Background: an optimization exercise with open tools, aiming at small area and a short achievable clock period. Do not read the settings as production practice. Where RTL was checked, it was by simulation tests only, not by an equivalence proof against the original. Power is estimated from default activity; no workload was simulated.

==> flow/design.v (excerpt) <==
module idStage (
    input  logic                            clk,
    input  logic                            rst,
    input  mips_pkg::instrUnion             inst,
    input  logic [32-1:0]     pc,
    input  logic                            wbWriteEnable,
    input  logic [5-1:0] wbWriteAddr,
    input  logic [32-1:0]     wbWriteData,
    output logic [32-1:0]     rsValue,
    output logic [32-1:0]     rtValue,
    output logic [32-1:0]     extImm,
    output logic [32-1:0]     idData,
    output logic [32-1:0]     branchTarget,
    output logic                            branchTaken,
    output logic                            isBranch
);
==> module idLess, before the edit <==
module idLess (
    input  logic [32-1:0] a,
    input  logic [32-1:0] b,
    input  logic                        signedCmp,
    output logic                        lt
);
    localparam int W = 32;
    localparam int LV = 5;   
    logic [LV:0][W-1:0] l, e;
    always_comb begin
        l[0] = ~a & b;
        e[0] = ~(a ^ b);
        l[0][W-1] = signedCmp ? (a[W-1] & ~b[W-1]) : (~a[W-1] & b[W-1]);
        for (int k = 0; k < LV; k++) begin
            for (int i = 0; i < W; i++) begin
                if (((i >> k) & 1) == 1) begin
                    l[k+1][i] = l[k][i] | (e[k][i] & l[k][((i >> k) << k) - 1]);
                    e[k+1][i] = e[k][i] & e[k][((i >> k) << k) - 1];
                end else begin
                    l[k+1][i] = l[k][i];
                    e[k+1][i] = e[k][i];
                end
            end
        end
    end
    assign lt = l[LV][W-1];
endmodule
==> module rfPredec2, before the edit <==
module rfPredec2 (
    input  logic [1:0] a,
    input  logic       en,
    output logic [3:0] n
);
    for (genvar k = 0; k < 4; k++) begin : g_k
        assign n[k] = ~(en && a == k);
    end
endmodule
==> module rfPredec3, before the edit <==
module rfPredec3 (
    input  logic [2:0] a,
    output logic [7:0] n
);
    for (genvar k = 0; k < 8; k++) begin : g_k
        assign n[k] = ~(a == k);
    end
endmodule
==> flow/config.mk <==
export PLATFORM = sky130hd
export DESIGN_NAME = idStage
export DESIGN_NICKNAME = idStage
export VERILOG_FILES = /design/flow/design.v
export SDC_FILE = /design/flow/constraint.sdc
export NUM_CORES = 4
export LEC_CHECK = 0
export CAP_MARGIN = 20
export CORE_MARGIN = 2
export CORE_UTILIZATION = 50
export SETUP_SLACK_MARGIN = 3
export SLEW_MARGIN = 20
export SYNTH_HIERARCHICAL = 1
==> flow/constraint.sdc <==
create_clock -name core_clock -period 11.0 [get_ports {clk}]
set_input_delay 2.2000 -clock core_clock [delete_from_list [all_inputs] [get_ports {clk}]]
set_output_delay 2.2000 -clock core_clock [all_outputs]
set_load 0.01 [all_outputs]
standard.sh (not shown) runs the stock make flow with config.mk's settings and CLKGATE_MAP_FILE= SYNTH_SCRIPT=/design/flow/synth_recipe.tcl, a recipe that flattens the netlist after the stock synthesis.
==> flow/flow/run.sh <==
#!/bin/bash
# Layout flow: the standard ORFS flow (standard.sh, which also runs the
# standard synthesis), with one change: the buffers that buffer_ports puts on
# every input and output port are plain buf_2 cells instead of the delay
# cells it picks by default. make's full output goes to flow_make.log here;
# each ORFS step's log stays under orfs/logs/.
set -euo pipefail
bash standard.sh "BUFFER_PORTS_ARGS=-buffer_cell sky130_fd_sc_hd__buf_2" finish \
    > flow_make.log 2>&1
The baseline ran to the end with no violations.
Change:
--- a/flow/design.v
+++ b/flow/design.v
@@ -152,9 +152,9 @@
     input  logic                        signedCmp,
     output logic                        lt
 );
     localparam int W = 32;
-    localparam int LV = 5;   
+    localparam int LV = $clog2(W);
     logic [LV:0][W-1:0] l, e;
     always_comb begin
         l[0] = ~a & b;
         e[0] = ~(a ^ b);
@@ -333,20 +333,43 @@
     input  logic [1:0] a,
     input  logic       en,
     output logic [3:0] n
 );
-    for (genvar k = 0; k < 4; k++) begin : g_k
-        assign n[k] = ~(en && a == k);
-    end
+    logic [1:0] an;
+    rfInv i0 (.a(a[0]), .y(an[0]));
+    rfInv i1 (.a(a[1]), .y(an[1]));
+    rfNand3 d0 (.a(en), .b(an[1]), .c(an[0]), .y(n[0]));
+    rfNand3 d1 (.a(en), .b(an[1]), .c(a[0]),  .y(n[1]));
+    rfNand3 d2 (.a(en), .b(a[1]),  .c(an[0]), .y(n[2]));
+    rfNand3 d3 (.a(en), .b(a[1]),  .c(a[0]),  .y(n[3]));
 endmodule
 module rfPredec3 (
     input  logic [2:0] a,
     output logic [7:0] n
 );
+    logic [2:0] an;
+    for (genvar b = 0; b < 3; b++) begin : g_inv
+        rfInv ib (.a(a[b]), .y(an[b]));
+    end
     for (genvar k = 0; k < 8; k++) begin : g_k
-        assign n[k] = ~(a == k);
+        rfNand3 dk (.a(k[2] ? a[2] : an[2]), .b(k[1] ? a[1] : an[1]), .c(k[0] ? a[0] : an[0]),
+                    .y(n[k]));
     end
 endmodule
+module rfInv (
+    input  logic a,
+    output logic y
+);
+    assign y = ~a;
+endmodule
+module rfNand3 (
+    input  logic a,
+    input  logic b,
+    input  logic c,
+    output logic y
+);
+    assign y = ~(a & b & c);
+endmodule
 module rfNor2 (
     input  logic a,
     input  logic b,
     output logic y
Fmax decreases by 1.5%.
Combinational power decreases by about 0.5%.
Total power decreases by 1.8%.
Setup slack got worse by 130 ps.
Synthesized area stays flat.
Sequential cell count stays the same.
Routed wire length increases by 1.3%.
Final area is about the same.
Hold slack hardly moves.
Only the layout flow was run in the second run of this note; the RTL was not checked for function there.

[re-timing with driven ports]
Ports are ideal in the flow. The routed layouts listed here were re-timed in OpenROAD. Step 1, drivers: a clkbuf_16 drives clk and a buf_2 each remaining input, both assumed. Step 2 adds t to the input delays and takes it off the output delays; t is the mean of the earliest and latest rising clock arrival at the registers after step 1. Input paths then give back, and output paths get back, about the clock's delay inside the block. Slacks: no drivers / after step 1 / after step 2; pairs: no drivers / after step 1.
| run | shift t [ns] | setup slack, ns | latest minus earliest clock arrival (ns) | worst data-port slew with drivers (ns) |
|---|---|---|---|---|
| the first run | 0.776 | 2.466 / 2.271 / 2.271 | 0.030 / 0.029 | 0.23 |
| the second run | 0.790 | 2.333 / 2.242 / 2.242 | 0.031 / 0.031 | 0.17 |
After both steps setup and hold are still met in every run listed. The setup slack of the first run, which loses most, moves by -0.195 ns with the drivers and by -0.195 ns with both steps.
